What follows belongs to an exercise in optimizing a design on an open flow for small area, a short achievable clock period and few clock cycles per item; a production flow would make more cautious choices. At most, simulation tests tie the RTL to the original design; equivalence was not proved. Power is estimated from default activity; no workload was simulated.

Setup of v6:
Design pn_eval, start of the top module:
module pn_eval #(
  parameter int DATA_W = 3,
  parameter int OUT_W = 64,
  parameter int MAX_LEN = 20
) (
  input  logic              clk,
  input  logic              rst,
  input  logic              in_valid,
  input  logic [DATA_W-1:0] in,
  input  logic              operator,
  input  logic              mode,
  output logic              out_valid,
  output logic [OUT_W-1:0]  out,
  output logic              err
);
  localparam int VD = 9;    
  localparam int PD = 9;    
  localparam int BD = 8;    
  localparam int DW = 30;
  function automatic integer vw(input integer j);
    case (j)
      0: vw = 30;   
      1: vw = 24;
      2: vw = 21;
      3: vw = 18;
      4: vw = 16;
      5: vw = 13;
      6: vw = 10;
      7: vw = 7;
      default: vw = 4;
    endcase
  endfunction
  logic active_q, ended_q, ov_q, err_q, errA_q, errF_q, mode_q;
  logic in_iv_q, in_op_q, in_first_q;
  logic [2:0] in_v_q;
  logic [4:0] cnt_q, lvl_q;
  logic [3:0] wp_q, rp_q;
  logic [BD-1:0][3:0] buf_q;
  logic first, a_err, fe;
  logic [4:0] a_lvl, a_cnt, n_lvl, n_cnt;
  assign first = in_valid & ~active_q;
  always_comb begin
    a_lvl = in_first_q ? (mode_q ? 5'd0 : 5'd1) : lvl_q;
    a_cnt = in_first_q ? 5'd0 : cnt_q;
    a_err = in_first_q ? 1'b0 : errA_q;
    n_lvl = a_lvl;
  ...
export LEC_CHECK = 0
export CAP_MARGIN = 20
export CORE_MARGIN = 2
export CORE_UTILIZATION = 40
export SETUP_SLACK_MARGIN = 1.0
export SLEW_MARGIN = 20
create_clock -name core_clock -period 16.0 [get_ports {clk}]
standard.sh (not shown) runs the stock make flow with config.mk's settings and CLKGATE_MAP_FILE= SYNTH_SCRIPT=/design/flow/synth_recipe.tcl, a recipe that flattens the netlist after the stock synthesis.
==> flow/flow/run.sh <==
#!/bin/bash
# Standard ORFS layout (the standard.sh, unchanged synthesis, floorplan, power grid and
# routing), with repair_timing asked to keep a larger setup margin than the 16 ns clock needs,
# so that it sizes and buffers the design for speed. Each step's full log stays in orfs/logs.
set -euo pipefail
bash standard.sh SETUP_SLACK_MARGIN=11.4 finish > standard_flow.log 2>&1
Testbench counts of v6, summed over its fixed seeds: cycles 4,812, items 384.
Here is what was changed in the inputs of v7 compared with v6.
==> flow/flow/run.sh <==
#!/bin/bash
# The standard ORFS layout (standard.sh: the standard synthesis, floorplan, power grid, CTS
# and routing), with two changes in how it is made: the port buffers are buf_2 cells (the default
# choice is a slow delay buffer), and repair_timing keeps a larger setup margin than the 16 ns
# clock needs, so that it sizes and buffers the design for speed. Each step's full log stays in
# orfs/logs; make's output is in standard_flow.log.
set -euo pipefail
bash standard.sh "BUFFER_PORTS_ARGS=-buffer_cell sky130_fd_sc_hd__buf_2" SETUP_SLACK_MARGIN=11.4 finish > standard_flow.log 2>&1
-- flow/config.mk --
<<< v6, line 8
export CAP_MARGIN = 20
export CORE_MARGIN = 2
export CORE_UTILIZATION = 40
export SETUP_SLACK_MARGIN = 1.0
export SLEW_MARGIN = 20
>>> v7, line 8
export CAP_MARGIN = 20
export CORE_MARGIN = 2
export CORE_UTILIZATION = 60
export SETUP_SLACK_MARGIN = 1.0
export SLEW_MARGIN = 20
Compared with v6, the detailed router inserted more vias in v7.
Total power on v7 is ahead of v6.
Delta (v7 minus v6): final area has decreased, aggregate global routing overflow level, wire length on met1 went down by about 3.5%.
As far as number of antenna violations at the first check in global routing goes, v6 and v7 are indistinguishable; the numbers are identical.
On cell area after technology mapping, v6 tracks v7 almost exactly.
On v7: via count of the first global-routing pass is about 3.4% lower than what v6 gave.

========
== rev 12 ==
Another version of the RTL of pn_eval (not shown whole).
For scale: roughly 2200 cells after synthesis, about 320 flip-flops, ~0.020 mm^2 of cells after synthesis.
Settings: LEC_CHECK=0, CAP_MARGIN=20, CORE_MARGIN=2, CORE_UTILIZATION=40, SETUP_SLACK_MARGIN=1.0, SLEW_MARGIN=20; clock period 16.0 ns.
==> flow/flow/run.sh <==
#!/bin/bash
# Standard ORFS layout (the standard.sh, unchanged synthesis, floorplan, power grid and
# routing), with repair_timing asked to keep a larger setup margin than the 16 ns clock needs,
# so that it sizes and buffers the design for speed. Each step's full log stays in orfs/logs.
set -euo pipefail
bash standard.sh SETUP_SLACK_MARGIN=11.5 finish > standard_flow.log 2>&1
Per the final summary, rev 12 finished and its layout is clean on timing, DRC and antenna.
What rev 13 does differently from rev 12 at the input level:
==> flow/run.sh (new file) <==
#!/bin/bash
# synth_recipe.tcl (not shown) runs the flow's synth.tcl, then flattens the netlist and writes it again
# the make line also repeats each setting of config.mk as NAME=value (left out here)
make -C /OpenROAD-flow-scripts/flow DESIGN_CONFIG=/design/flow/config.mk WORK_HOME=/design/flow/orfs CLKGATE_MAP_FILE= SYNTH_SCRIPT=/design/flow/synth_recipe.tcl finish
removed: flow/flow/run.sh
removed: flow/standard.sh
Findings:
- Of rev 12 and rev 13, the lower final setup slack of the worst path belongs to rev 13.
- Rev 13 — total cell area at the placement stage about 0.5% lower, rev 12 as reference
- Relative to rev 12, rev 13 degrades fmax.
- Part of the Yosys area used for sequential elements came out exactly the same in rev 12 and rev 13.
- For final hold slack, rev 13 and rev 12 come out practically identical.
- Delta(power consumed by the clock network, rev 13 - rev 12) > 0
- Rev 13 ends up with a met2 layer usage reported by global route that is 2.7 points lower than in rev 12.
No run of this note included a check of the RTL's function; only the layout flow was run.

========
Another version of the RTL of pn_eval (not shown whole).
Size in the first run: roughly 2200 cells after synthesis, ~74 I/O pins.
clock: 16.0 ns
lec_check: 0
cap_margin: 20
core_margin: 2
core_utilization: 60
gpl_routability_driven: 0
setup_slack_margin: 1.0
slew_margin: 20
==> flow/flow/run.sh <==
#!/bin/bash
# The standard ORFS layout (standard.sh: the standard synthesis, floorplan, power grid, CTS
# and routing), with two changes in how it is made: the port buffers are buf_2 cells (the default
# choice is a slow delay buffer), and repair_timing keeps a larger setup margin than the 16 ns
# clock needs, so that it sizes and buffers the design for speed. Each step's full log stays in
# orfs/logs; make's output is in standard_flow.log.
set -euo pipefail
bash standard.sh "BUFFER_PORTS_ARGS=-buffer_cell sky130_fd_sc_hd__buf_2" SETUP_SLACK_MARGIN=11.4 finish > standard_flow.log 2>&1
Next try:
--- a/flow/config.mk
+++ b/flow/config.mk
@@ -10,3 +10,2 @@
 export CORE_UTILIZATION = 60
-export GPL_ROUTABILITY_DRIVEN = 0
 export SETUP_SLACK_MARGIN = 1.0
Non-clock buffer count rose by 12.
Final cell count grows by 0.51%.
Clock power rose by about 7%.
Register-to-register slack improved by 0.11 ns.
Count of clock-buffer cells in the layout is unchanged.
Cell area grows by 0.39%.
Core utilization rises by 0.27 points.
Clock skew climbs by 0.022 ns.
Setup slack improved by 0.11 ns.
Total power increases by 1.6%.
Via count is about the same.
No functional check of the RTL was part of any run of this note.

========
pn_eval with an RTL version that a note above also has.
Size in the first run: ~2200 cells after synthesis, ~300 flip-flops, about 0.019 mm2 of cells after synthesis.
Settings: LEC_CHECK=0, CAP_MARGIN=20, CORE_MARGIN=2, CORE_UTILIZATION=60, SETUP_SLACK_MARGIN=1.0, SLEW_MARGIN=20; clock period 16.0 ns.
==> flow/flow/run.sh <==
#!/bin/bash
# Standard ORFS layout (the standard.sh, unchanged synthesis, floorplan, power grid and
# routing), with repair_timing asked to keep a larger setup margin than the 16 ns clock needs,
# so that it sizes and buffers the design for speed. Each step's full log stays in orfs/logs.
set -euo pipefail
bash standard.sh SETUP_SLACK_MARGIN=11.4 finish > standard_flow.log 2>&1
Testbench counts at the start, summed over its fixed seeds: cycles 4,812, items 384.
==> next run, changes <==
==> flow/flow/run.sh (replaced) <==
#!/bin/bash
# The standard ORFS layout (standard.sh), with three changes in how it is made:
#  - Yosys's ABC pass maps the logic with flow/abc_speed.script (the classic delay-driven "map"
#    script) in place of ORFS's default; flip-flops are mapped before ABC runs, so the registers
#    are exactly the standard synthesis's;
#  - the port buffers are buf_2 cells (the default choice is a slow delay buffer);
#  - repair_timing keeps a larger setup margin than the 16 ns clock needs, so that it sizes and
#    buffers the design for speed.
# Each step's full log stays in orfs/logs; make's output is in standard_flow.log.
set -euo pipefail
rm -rf scripts_abc
cp -r "$FLOW_HOME/scripts" scripts_abc
cp flow/abc_speed.script scripts_abc/abc_speed.script
bash standard.sh SCRIPTS_DIR="$PWD/scripts_abc" "BUFFER_PORTS_ARGS=-buffer_cell sky130_fd_sc_hd__buf_2" \
  SETUP_SLACK_MARGIN=11.4 finish > standard_flow.log 2>&1
==> flow/flow/abc_speed.script (new file) <==
strash
dch
map -D 2500
topo
stime -c
buffer -c
upsize -c -D 2500
dnsize -c -D 2500
Worst hold slack loses 0.0085 ns. Core utilization went down by 1.3 points. Synthesized cell count went up by 12%. Critical path depth went up by 2. Wire length went up by 5.8%. Synthesized area went down by about 1.8%. Sequential share of layout area went up by 0.54 points. Cell count went up by 11%.
==> next run, changes <==
==> flow/flow/run.sh (replaced) <==
#!/bin/bash
# Standard ORFS layout (the standard.sh, unchanged synthesis, floorplan, power grid and
# routing), with repair_timing asked to keep a larger setup margin than the 16 ns clock needs,
# so that it sizes and buffers the design for speed. Each step's full log stays in orfs/logs.
set -euo pipefail
bash standard.sh SETUP_SLACK_MARGIN=11.4 finish > standard_flow.log 2>&1
- CTS_BUF_LIST: default -> sky130_fd_sc_hd__clkbuf_8
removed: flow/flow/abc_speed.script
What happened: Die area increases by 1.8%. Final cell count fell by about 8%. First-iteration DRC count drops by 23%.
==> next run, changes <==
- CTS_BUF_LIST: sky130_fd_sc_hd__clkbuf_8 -> default
- CTS_CLUSTER_DIAMETER: default -> 60
- CTS_CLUSTER_SIZE: default -> 24
=>
- The new run finished clean
- utilization drops by 0.51 points
- routed wire length drops by 2.0%
- worst setup slack gains 0.061 ns
- clock power climbs by 6.4%
- final cell count drops by 1.7%
- critical path depth drops by 2
- die area stays the same
- maximum frequency climbs by 1.3%
- via count drops by 1.0%
==> next run, changes <==
- CTS_CLUSTER_DIAMETER: 60 -> 80
- CTS_CLUSTER_SIZE: 24 -> 30
After rerunning: Utilization is lower by 0.98 points. Maximum frequency is lower by 0.55%. Combinational power barely changes. First-iteration DRC count is higher by 7.3%. Design area is lower by 1.4%. Area after synthesis stays the same. Final cell count is lower by 1.0%.

========
pn_eval, a different RTL version from the one above (not shown whole).
Size in the first run: ~2100 cells after synthesis, roughly 310 flip-flops, ~74 I/O pins, ~18000 µm² of cells after synthesis.
export LEC_CHECK = 0
export CAP_MARGIN = 20
export CORE_MARGIN = 2
export CORE_UTILIZATION = 70
export SETUP_SLACK_MARGIN = 1.0
export SLEW_MARGIN = 20
create_clock -name core_clock -period 16.0 [get_ports {clk}]
==> flow/flow/run.sh <==
#!/bin/bash
# Standard ORFS layout (the standard.sh, unchanged synthesis, floorplan, power grid and
# routing), with repair_timing asked to keep a larger setup margin than the 16 ns clock needs,
# so that it sizes and buffers the design for speed. Each step's full log stays in orfs/logs.
set -euo pipefail
bash standard.sh SETUP_SLACK_MARGIN=11.4 finish > standard_flow.log 2>&1
Change:
CORE_UTILIZATION = 60   (was 70)
Clock-buffer cell count rose by 3.
Global-route usage fell by 6.1 points.
Utilization fell by 10 points.
Change:
CTS_BUF_LIST = sky130_fd_sc_hd__clkbuf_8   (was not set)
=> Power fell by a few percent; clock skew rose by 27 ps; hold slack stays flat; via count is about the same; die area stays the same; cell area fell slightly; critical path depth is unchanged; cell count rose slightly; register-to-register slack hardly moves; flip-flop and latch count is unchanged.
Function was not checked in any run of this note: the RTL went through the layout flow alone.

========
pn_eval, a different RTL version from the one above (not shown whole).
Size in the first run: roughly 300 flip-flops, ~74 I/O pins.
==> flow/config.mk <==
export PLATFORM = sky130hd
export DESIGN_NAME = pn_eval
export DESIGN_NICKNAME = pn_eval
export VERILOG_FILES = /design/flow/design.v
export SDC_FILE = /design/flow/constraint.sdc
export NUM_CORES = 8
export LEC_CHECK = 0
export ABC_AREA = 1
export CAP_MARGIN = 20
export CORE_MARGIN = 2
export CORE_UTILIZATION = 60
export CTS_BUF_LIST = sky130_fd_sc_hd__clkbuf_8
export SETUP_SLACK_MARGIN = 1.0
export SLEW_MARGIN = 20
==> flow/constraint.sdc <==
create_clock -name core_clock -period 16.0 [get_ports {clk}]
set_input_delay 3.2000 -clock core_clock [delete_from_list [all_inputs] [get_ports {clk}]]
set_output_delay 3.2000 -clock core_clock [all_outputs]
set_load 0.01 [all_outputs]
Scripts as last shown in full above: flow/flow/run.sh
Change:
--- a/flow/config.mk
+++ b/flow/config.mk
@@ -8 +7,0 @@
-export ABC_AREA = 1
Result: Worst setup slack is worse by 510 ps. Utilization is lower by 1.0 points. Via count is lower by about a fifth. Final cell count is lower by a quarter to a third.
No run of this note included a check of the RTL's function; only the layout flow was run.

========
## main
Starting RTL as in the previous note.
## pn_eval
module pn_eval #(
  parameter int DATA_W = 3,
  parameter int OUT_W = 64,
  parameter int MAX_LEN = 20
) (
  input  logic              clk,
  input  logic              rst,
  input  logic              in_valid,
  input  logic [DATA_W-1:0] in,
  input  logic              operator,
  input  logic              mode,
  output logic              out_valid,
  output logic [OUT_W-1:0]  out,
  output logic              err
);
==> flow/config.mk <==
export PLATFORM = sky130hd
export DESIGN_NAME = pn_eval
export DESIGN_NICKNAME = pn_eval
export VERILOG_FILES = /design/flow/design.v
export SDC_FILE = /design/flow/constraint.sdc
export NUM_CORES = 8
export LEC_CHECK = 0
export CAP_MARGIN = 20
export CORE_MARGIN = 2
export CORE_UTILIZATION = 60
export SETUP_SLACK_MARGIN = 1.0
export SLEW_MARGIN = 20
==> flow/constraint.sdc <==
create_clock -name core_clock -period 16.0 [get_ports {clk}]
set_input_delay 3.2000 -clock core_clock [delete_from_list [all_inputs] [get_ports {clk}]]
set_output_delay 3.2000 -clock core_clock [all_outputs]
set_load 0.01 [all_outputs]
==> flow/flow/run.sh <==
#!/bin/bash
# The standard ORFS layout (standard.sh: the standard synthesis, floorplan, power grid, CTS
# and routing), with two changes in how it is made: the port buffers are buf_2 cells (the default
# choice is a slow delay buffer), and repair_timing keeps a larger setup margin than the 16 ns
# clock needs, so that it sizes and buffers the design for speed. Each step's full log stays in
# orfs/logs; make's output is in standard_flow.log.
set -euo pipefail
bash standard.sh "BUFFER_PORTS_ARGS=-buffer_cell sky130_fd_sc_hd__buf_2" SETUP_SLACK_MARGIN=11.4 finish > standard_flow.log 2>&1
## Diff of input files: the feature branch against main
- setting CTS_BUF_LIST to sky130_fd_sc_hd__clkbuf_8 for the first time
==> flow/flow/run.sh <==
#!/bin/bash
# The standard ORFS layout (standard.sh) with two changes: repair_timing keeps a larger setup
# margin than the 16 ns clock needs, so it sizes and buffers for speed; and Yosys's ABC pass maps
# the logic with flow/abc_speed.script (classic delay-driven "map") instead of ORFS's default
# script. Flip-flops are mapped before ABC runs, so the registers are the standard synthesis's.
# Each step's full log stays in orfs/logs; make's output is in standard_flow.log.
set -euo pipefail
rm -rf scripts_abc
cp -r "$FLOW_HOME/scripts" scripts_abc
cp flow/abc_speed.script scripts_abc/abc_speed.script
bash standard.sh SCRIPTS_DIR="$PWD/scripts_abc" SETUP_SLACK_MARGIN=11.4 finish > standard_flow.log 2>&1
==> flow/flow/abc_speed.script (new file) <==
strash
dch
map -D 2500
topo
stime -c
buffer -c
upsize -c -D 2500
dnsize -c -D 2500
==> results.txt <==
Summary of the feature branch over main: per-instance average area after synthesis has decreased, final cycle utilization of the critical path has decreased, global route total overflow has remained practically unchanged, leakage power has increased.
Delta (the feature branch minus main): data required time of the critical path dropped 3.61 ns; worst ir drop on vdd climbed 0.000043 V; least setup slack across all paths after layout went up; smallest hold slack went down 0.044 ns.
Taking the feature branch over main, the post-layout total power ratio works out to 1.06.
The feature branch can be clocked faster than main.
The feature branch vs main: post-synth net total up
No functional check of the RTL was part of any run of this note.

========
run 1:
Another version of the RTL of pn_eval (not shown whole).
Size in the first run: roughly 2100 cells after synthesis, about 290 flip-flops, about 74 I/O pins.
Settings: LEC_CHECK=0, CAP_MARGIN=20, CORE_MARGIN=2, CORE_UTILIZATION=60, SETUP_SLACK_MARGIN=1.0, SLEW_MARGIN=20; clock period 16.0 ns.
==> flow/flow/run.sh <==
#!/bin/bash
# The standard ORFS layout (standard.sh: the standard synthesis, floorplan, power grid, CTS
# and routing), with two changes in how it is made: the port buffers are buf_2 cells (the default
# choice is a slow delay buffer), and repair_timing keeps a larger setup margin than the 16 ns
# clock needs, so that it sizes and buffers the design for speed. Each step's full log stays in
# orfs/logs; make's output is in standard_flow.log.
set -euo pipefail
bash standard.sh "BUFFER_PORTS_ARGS=-buffer_cell sky130_fd_sc_hd__buf_2" SETUP_SLACK_MARGIN=11.4 finish > standard_flow.log 2>&1
Run 1 ran to completion and came out clean on the timing, design-rule and antenna checks.
Input changes introduced in run 2 (baseline for comparison: run 1):
--- a/flow/flow/run.sh
+++ b/flow/flow/run.sh
@@ -6,3 +6,3 @@
 # orfs/logs; make's output is in standard_flow.log.
 set -euo pipefail
-bash standard.sh "BUFFER_PORTS_ARGS=-buffer_cell sky130_fd_sc_hd__buf_2" SETUP_SLACK_MARGIN=11.4 finish > standard_flow.log 2>&1
+bash standard.sh "BUFFER_PORTS_ARGS=-buffer_cell sky130_fd_sc_hd__buf_2" SETUP_SLACK_MARGIN=11.6 finish > standard_flow.log 2>&1
Results
Run 1 finished all stages; the layout is clean. Both conditions hold for run 2: the flow ran to the end and the final layout passed the timing, design-rule and antenna checks. As far as area after synthesis goes, run 2 and run 1 are indistinguishable; the numbers are identical. [run 2 vs run 1] clock-buffer cell count: lower in run 2. Compared with run 1, run 2 shows a routed wire length that is about 2% higher. Length in cells of the worst reg-to-reg path for run 2 is lower than for run 1.
No functional check of the RTL was part of any run of this note.

## re-timing with driven ports
The results above use ideal ports. As a check the final layouts listed here were re-extracted and re-timed, cells and wires unchanged. Step 1, drivers: a clkbuf_16 drives clk and a buf_2 each remaining input, both assumed. Step 2 adds t to the input delays and takes it off the output delays; t is the mean of the earliest and latest rising clock arrival at the registers after step 1. Input paths then give back, and output paths get back, about the clock's delay inside the block. Three values: ideal ports, drivers, drivers and shift; two values: the first two.
run | t, ns | setup slack, ns | worst setup path after step 2
v6 | 0.619 | 11.341 / 11.341 / 10.895 | input to register
v7 | 0.573 | 11.408 / 11.380 / 10.901 | input to register
rev 12 | 0.575 | 11.167 / 11.167 / 10.700 | input to register
rev 13 | 0.611 | 9.498 / 9.498 / 9.414 | input to register
the first run of note 3 | 0.638 | 11.254 / 11.254 / 10.824 | input to register
the second run of note 3 | 0.583 | 11.362 / 11.355 / 10.860 | input to register
the first run of note 4 | 0.581 | 11.430 / 11.394 / 10.926 | input to register
the second run of note 4 | 0.576 | 11.102 / 11.102 / 10.916 | input to register
the third run of note 4 | 0.684 | 11.320 / 11.268 / 10.776 | input to register
the fourth run of note 4 | 0.640 | 11.381 / 11.325 / 10.841 | input to register
the fifth run of note 4 | 0.589 | 11.355 / 11.355 / 10.921 | input to register
the first run of note 5 | 0.573 | 11.014 / 11.014 / 10.741 | input to register
the second run of note 5 | 0.573 | 11.075 / 11.075 / 10.854 | input to register
the third run of note 5 | 0.666 | 11.074 / 11.074 / 10.674 | input to register
the first run of note 6 | 0.707 | 11.375 / 11.338 / 10.868 | input to register
the second run of note 6 | 0.625 | 10.862 / 10.862 / 10.761 | input to register
main | 0.573 | 11.011 / 11.011 / 10.739 | input to register
the feature branch | 0.663 | 11.232 / 11.180 / 10.800 | input to register
run 1 | 0.573 | 11.317 / 11.323 / 10.750 | input to register
run 2 | 0.581 | 11.306 / 11.295 / 10.714 | input to register
After both steps every run listed still meets setup and hold. For run 2, which loses most, drivers alone change the setup slack by -0.011 ns; drivers and shift together by -0.592 ns.
